Context: an optimization exercise on an open-source flow, tuned for small area, a short achievable clock period and few clock cycles per item. The choices shown serve that exercise and are no tape-out recipe. RTL that was checked went through simulation tests only; none was proved equivalent to the original. Power figures rest on the tool's default switching activity, not on a simulated workload.

==> flow/design.v <==
package fol_pkg;
  localparam int unsigned KEY_W       = 8;
  localparam int unsigned POS_W       = 3;
  localparam int unsigned HIT_COUNT_W = 16;
  localparam int unsigned ENTRIES     = 8;
endpackage
module fol_ctrl (
  input  logic clk_i,
  input  logic rst_ni,
  input  logic in_valid_i,
  output logic in_ready_o,
  output logic out_valid_o,
  input  logic out_ready_i,
  output logic k_load_o,    
  output logic k_from2_o,   
  output logic k2_load_o,   
  output logic l_load_o,    
  output logic fire_o,      
  output logic l_valid_o    
);
  logic k2v_q, kv_q, lv_q, ov_q;
  logic accept, l_free;
  assign in_ready_o = !k2v_q;
  assign accept     = in_valid_i && !k2v_q;
  assign fire_o     = lv_q && (!ov_q || out_ready_i);
  assign l_free     = !lv_q || fire_o;
  assign l_load_o   = l_free;
  assign k_load_o   = !kv_q || l_free;
  assign k_from2_o  = k2v_q;
  assign k2_load_o  = accept && kv_q && !l_free;
  always_ff @(posedge clk_i or negedge rst_ni) begin
    if (!rst_ni) begin
      k2v_q <= 1'b0;
      kv_q  <= 1'b0;
      lv_q  <= 1'b0;
      ov_q  <= 1'b0;
    end else begin
      if (k_load_o) kv_q <= k2v_q || accept;
      if (k_load_o) k2v_q <= 1'b0;
      else if (accept) k2v_q <= 1'b1;
      if (l_free) lv_q <= kv_q;
      if (fire_o) ov_q <= 1'b1;
      else if (out_ready_i) ov_q <= 1'b0;
    end
  end
  assign out_valid_o = ov_q;
  assign l_valid_o   = lv_q;
endmodule
module fol_datapath (
  input  logic                              clk_i,
  input  logic                              rst_ni,
  input  logic                              k_load_i,
  input  logic                              k_from2_i,
  input  logic                              k2_load_i,
  input  logic                              l_load_i,
  input  logic                              fire_i,
  input  logic                              l_valid_i,
  input  logic [fol_pkg::KEY_W-1:0]         key_i,
  output logic                              hit_o,
  output logic [fol_pkg::POS_W-1:0]         old_position_o,
  output logic [fol_pkg::POS_W-1:0]         new_position_o,
  output logic [fol_pkg::HIT_COUNT_W-1:0]   hit_count_o
);
  localparam int unsigned N  = fol_pkg::ENTRIES;
  localparam int unsigned PW = fol_pkg::POS_W;
  localparam int unsigned CW = fol_pkg::HIT_COUNT_W;
  function automatic logic gt_f(input logic [CW-1:0] a, input logic [CW-1:0] b);
    logic [CW-1:0] g, l;
    g = a & ~b;
    l = ~a & b;
    for (int s = 1; s < CW; s = s * 2)
      for (int i = 0; i + s < CW; i = i + 2 * s) begin
        g[i] = g[i + s] | (!l[i + s] & g[i]);
        l[i] = l[i + s] | (!g[i + s] & l[i]);
      end
    gt_f = g[0];
  endfunction
  logic [3:0]    k2_q, k_q;       
  logic [3:0]    l_q;             
  logic [CW:0]   cinc_q;          
  logic [PW-1:0] skey_q [N];      
  logic [CW-1:0] scnt_q [N];      
  logic [N-2:0]  ne_q;            
  logic [3:0]    key_code, k_d;
  logic [CW-1:0] c_k, c_new;
  logic [CW:0]   cinc_d;
  logic [N-1:0]  kmatch, match, le_p, t2, rng, run, q1, at_d;
  logic          hit;
  logic [PW-1:0] p, d;
  assign key_code = {(key_i >= fol_pkg::KEY_W'(1)) && (key_i <= fol_pkg::KEY_W'(N)),
                     PW'(key_i - fol_pkg::KEY_W'(1))};
  assign k_d = k_from2_i ? k2_q : key_code;
  always_ff @(posedge clk_i) begin
    if (k2_load_i) k2_q <= key_code;
    if (k_load_i)  k_q  <= k_d;
  end
  always_comb begin
    c_k = '0;
    for (int i = 0; i < N; i++) begin
      kmatch[i] = k_q[3] && (skey_q[i] == k_q[2:0]);
      c_k       = c_k | (scnt_q[i] & {CW{kmatch[i]}});
    end
    cinc_d = (l_valid_i && l_q[3] && k_q[3] && (l_q[2:0] == k_q[2:0]))
             ? {1'b0, c_new} + (CW+1)'(1)
             : {1'b0, c_k} + (CW+1)'(1);
  end
  always_ff @(posedge clk_i) begin
    if (l_load_i) begin
      l_q    <= k_q;
      cinc_q <= cinc_d;
    end
  end
  always_comb begin
    hit   = l_q[3];
    c_new = cinc_q[CW-1:0] | {CW{cinc_q[CW]}};
    for (int i = 0; i < N; i++) begin
      match[i] = hit && (skey_q[i] == l_q[2:0]);
      t2[i]    = (i < N - 1) && hit && !cinc_q[CW] && gt_f(scnt_q[i], cinc_q[CW-1:0]);
    end
    for (int i = 0; i < N; i++) begin
      le_p[i] = 1'b0;
      for (int m = i; m < N; m++) le_p[i] = le_p[i] | match[m];
    end
    for (int i = 0; i < N; i++) begin
      run[i] = 1'b0;
      for (int j = i; j < N; j++) begin
        logic all_eq;
        all_eq = 1'b1;
        for (int m = i; m < j; m++) all_eq = all_eq & !ne_q[m];
        run[i] = run[i] | (match[j] & all_eq);
      end
    end
    for (int i = 0; i < N; i++) begin
      rng[i]  = le_p[i] && !t2[i];
      q1[i]   = run[i] && ((i == 0) || ne_q[(i + N - 2) % (N - 1)]);
      at_d[i] = rng[i] && ((i == 0) || t2[(i + N - 1) % N]);
    end
    p[2] = match[4] | match[5] | match[6] | match[7];
    p[1] = match[2] | match[3] | match[6] | match[7];
    p[0] = match[1] | match[3] | match[5] | match[7];
    d[2] = t2[3];
    d[1] = (t2[1] & !t2[3]) | t2[5];
    d[0] = (t2[0] & !t2[1]) | (t2[2] & !t2[3]) | (t2[4] & !t2[5]) | t2[6];
  end
  always_ff @(posedge clk_i or negedge rst_ni) begin
    if (!rst_ni) begin
      for (int i = 0; i < N; i++) begin
        skey_q[i] <= PW'(i);
        scnt_q[i] <= '0;
      end
      ne_q <= '0;
    end else if (fire_i) begin
      for (int i = 0; i < N - 1; i++) begin
        if (!cinc_q[CW]) begin
          if (q1[i + 1])  ne_q[i] <= t2[i];
          else if (q1[i]) ne_q[i] <= 1'b1;
        end
      end
      for (int i = 0; i < N; i++) begin
        if (q1[i]) scnt_q[i] <= c_new;
        if (at_d[i])      skey_q[i] <= l_q[2:0];
        else if (rng[i])  skey_q[i] <= skey_q[(i + N - 1) % N];
      end
    end
  end
  logic                hit_q;
  logic [PW-1:0]       old_q, new_q;
  logic [CW-1:0]       hc_q;
  always_ff @(posedge clk_i) begin
    if (fire_i) begin
      hit_q <= hit;
      old_q <= p;
      new_q <= d;
      hc_q  <= c_new & {CW{hit}};
    end
  end
  assign hit_o          = hit_q;
  assign old_position_o = old_q;
  assign new_position_o = new_q;
  assign hit_count_o    = hc_q;
endmodule
module frequency_ordered_list_top (
  input  logic                              clk_i,
  input  logic                              rst_ni,
  input  logic                              in_valid_i,
  output logic                              in_ready_o,
  input  logic [fol_pkg::KEY_W-1:0]         in_key_i,
  output logic                              out_valid_o,
  input  logic                              out_ready_i,
  output logic                              out_hit_o,
  output logic [fol_pkg::POS_W-1:0]         out_old_position_o,
  output logic [fol_pkg::POS_W-1:0]         out_new_position_o,
  output logic [fol_pkg::HIT_COUNT_W-1:0]   out_hit_count_o
);
  logic k_load, k_from2, k2_load, l_load, fire, l_valid;
  fol_ctrl u_ctrl (
    .clk_i      (clk_i),
    .rst_ni     (rst_ni),
    .in_valid_i (in_valid_i),
    .in_ready_o (in_ready_o),
    .out_valid_o(out_valid_o),
    .out_ready_i(out_ready_i),
    .k_load_o   (k_load),
    .k_from2_o  (k_from2),
    .k2_load_o  (k2_load),
    .l_load_o   (l_load),
    .fire_o     (fire),
    .l_valid_o  (l_valid)
  );
  fol_datapath u_dp (
    .clk_i         (clk_i),
    .rst_ni        (rst_ni),
    .k_load_i      (k_load),
    .k_from2_i     (k_from2),
    .k2_load_i     (k2_load),
    .l_load_i      (l_load),
    .fire_i        (fire),
    .l_valid_i     (l_valid),
    .key_i         (in_key_i),
    .hit_o         (out_hit_o),
    .old_position_o(out_old_position_o),
    .new_position_o(out_new_position_o),
    .hit_count_o   (out_hit_count_o)
  );
endmodule
clock: 5.0 ns
lec_check: 0
abc_area: 1
cap_margin: 20
core_margin: 2
core_utilization: 40
cts_buf_list: sky130_fd_sc_hd__clkbuf_8 sky130_fd_sc_hd__clkbuf_16
cts_cluster_diameter: 80
cts_cluster_size: 25
setup_slack_margin: 2.2
slew_margin: 20
run.sh (not shown) runs the stock make flow with config.mk's settings and CLKGATE_MAP_FILE= SYNTH_SCRIPT=/design/flow/synth_recipe.tcl, a recipe that flattens the netlist after the stock synthesis.
Edit:
--- a/flow/design.v
+++ b/flow/design.v
@@ -9,52 +9,42 @@
   input  logic rst_ni,
   input  logic in_valid_i,
   output logic in_ready_o,
   output logic out_valid_o,
   input  logic out_ready_i,
   output logic k_load_o,    
-  output logic k_from2_o,   
-  output logic k2_load_o,   
   output logic l_load_o,    
   output logic fire_o,      
   output logic l_valid_o    
 );
-  logic k2v_q, kv_q, lv_q, ov_q;
-  logic accept, l_free;
-  assign in_ready_o = !k2v_q;
-  assign accept     = in_valid_i && !k2v_q;
+  logic kv_q, lv_q, ov_q;
+  logic l_free;
   assign fire_o     = lv_q && (!ov_q || out_ready_i);
   assign l_free     = !lv_q || fire_o;
   assign l_load_o   = l_free;
   assign k_load_o   = !kv_q || l_free;
-  assign k_from2_o  = k2v_q;
-  assign k2_load_o  = accept && kv_q && !l_free;
+  assign in_ready_o = k_load_o;
   always_ff @(posedge clk_i or negedge rst_ni) begin
     if (!rst_ni) begin
-      k2v_q <= 1'b0;
-      kv_q  <= 1'b0;
-      lv_q  <= 1'b0;
-      ov_q  <= 1'b0;
+      kv_q <= 1'b0;
+      lv_q <= 1'b0;
+      ov_q <= 1'b0;
     end else begin
-      if (k_load_o) kv_q <= k2v_q || accept;
-      if (k_load_o) k2v_q <= 1'b0;
-      else if (accept) k2v_q <= 1'b1;
+      if (k_load_o) kv_q <= in_valid_i;
       if (l_free) lv_q <= kv_q;
       if (fire_o) ov_q <= 1'b1;
       else if (out_ready_i) ov_q <= 1'b0;
     end
   end
   assign out_valid_o = ov_q;
   assign l_valid_o   = lv_q;
 endmodule
 module fol_datapath (
   input  logic                              clk_i,
   input  logic                              rst_ni,
   input  logic                              k_load_i,
-  input  logic                              k_from2_i,
-  input  logic                              k2_load_i,
   input  logic                              l_load_i,
   input  logic                              fire_i,
   input  logic                              l_valid_i,
   input  logic [fol_pkg::KEY_W-1:0]         key_i,
   output logic                              hit_o,
   output logic [fol_pkg::POS_W-1:0]         old_position_o,
@@ -72,30 +62,28 @@
       for (int i = 0; i + s < CW; i = i + 2 * s) begin
         g[i] = g[i + s] | (!l[i + s] & g[i]);
         l[i] = l[i + s] | (!g[i + s] & l[i]);
       end
     gt_f = g[0];
   endfunction
-  logic [3:0]    k2_q, k_q;       
+  logic [3:0]    k_q;             
   logic [3:0]    l_q;             
   logic [CW:0]   cinc_q;          
   logic [PW-1:0] skey_q [N];      
   logic [CW-1:0] scnt_q [N];      
   logic [N-2:0]  ne_q;            
-  logic [3:0]    key_code, k_d;
+  logic [3:0]    key_code;
   logic [CW-1:0] c_k, c_new;
   logic [CW:0]   cinc_d;
   logic [N-1:0]  kmatch, match, le_p, t2, rng, run, q1, at_d;
   logic          hit;
   logic [PW-1:0] p, d;
   assign key_code = {(key_i >= fol_pkg::KEY_W'(1)) && (key_i <= fol_pkg::KEY_W'(N)),
                      PW'(key_i - fol_pkg::KEY_W'(1))};
-  assign k_d = k_from2_i ? k2_q : key_code;
   always_ff @(posedge clk_i) begin
-    if (k2_load_i) k2_q <= key_code;
-    if (k_load_i)  k_q  <= k_d;
+    if (k_load_i) k_q <= key_code;
   end
   always_comb begin
     c_k = '0;
     for (int i = 0; i < N; i++) begin
       kmatch[i] = k_q[3] && (skey_q[i] == k_q[2:0]);
       c_k       = c_k | (scnt_q[i] & {CW{kmatch[i]}});
@@ -189,33 +177,29 @@
   input  logic                              out_ready_i,
   output logic                              out_hit_o,
   output logic [fol_pkg::POS_W-1:0]         out_old_position_o,
   output logic [fol_pkg::POS_W-1:0]         out_new_position_o,
   output logic [fol_pkg::HIT_COUNT_W-1:0]   out_hit_count_o
 );
-  logic k_load, k_from2, k2_load, l_load, fire, l_valid;
+  logic k_load, l_load, fire, l_valid;
   fol_ctrl u_ctrl (
     .clk_i      (clk_i),
     .rst_ni     (rst_ni),
     .in_valid_i (in_valid_i),
     .in_ready_o (in_ready_o),
     .out_valid_o(out_valid_o),
     .out_ready_i(out_ready_i),
     .k_load_o   (k_load),
-    .k_from2_o  (k_from2),
-    .k2_load_o  (k2_load),
     .l_load_o   (l_load),
     .fire_o     (fire),
     .l_valid_o  (l_valid)
   );
   fol_datapath u_dp (
     .clk_i         (clk_i),
     .rst_ni        (rst_ni),
     .k_load_i      (k_load),
-    .k_from2_i     (k_from2),
-    .k2_load_i     (k2_load),
     .l_load_i      (l_load),
     .fire_i        (fire),
     .l_valid_i     (l_valid),
     .key_i         (in_key_i),
     .hit_o         (out_hit_o),
     .old_position_o(out_old_position_o),
Worst setup slack improved by 0.062 ns. Cell area is lower by about 3.4%. Critical path depth is lower by 7. Worst hold slack is about the same. Combinational power is lower by about 27%. Utilization is lower by 0.47 points. Die area is lower by 2.0%. Clock skew is higher by 0.0084 ns. Maximum frequency is higher by about 2.3%. First-iteration DRC count is higher by about 17%. Wire length is lower by about 5.6%. Synthesized cell count barely changes. Power is lower by about 16%.
Testbench counts after the change, summed over its fixed seeds: cycles 12,024, items 12,000.
Function not checked in the first run of this note: the RTL went through the layout flow alone.

==> port drivers added, routing unchanged <==
The flow's constraints put no driver on any port. The routed layouts listed below were extracted and timed again, unchanged, in two steps.
Step 1, drivers: a clkbuf_16 drives clk_i and a buf_2 each remaining input, both assumed.
Step 2 moves the port delays by t, midway between the first and last clock arrival at a register: inputs arrive t later, outputs are due t later. That takes back most of the time a late clock gives input paths.
Three values: ideal, step 1, step 2; two values: the first two.
| run | t, ns | setup slack, ns | cell pins on the clock port's net |
|---|---|---|---|
| the first run | 0.558 | 2.204 / 2.204 / 1.814 | 1 |
| the second run | 0.563 | 2.266 / 2.236 / 1.965 | 1 |
After both steps every run listed still meets setup and hold. For the first run, which loses most, drivers alone change the setup slack by 0.000 ns; drivers and shift together by -0.390 ns.
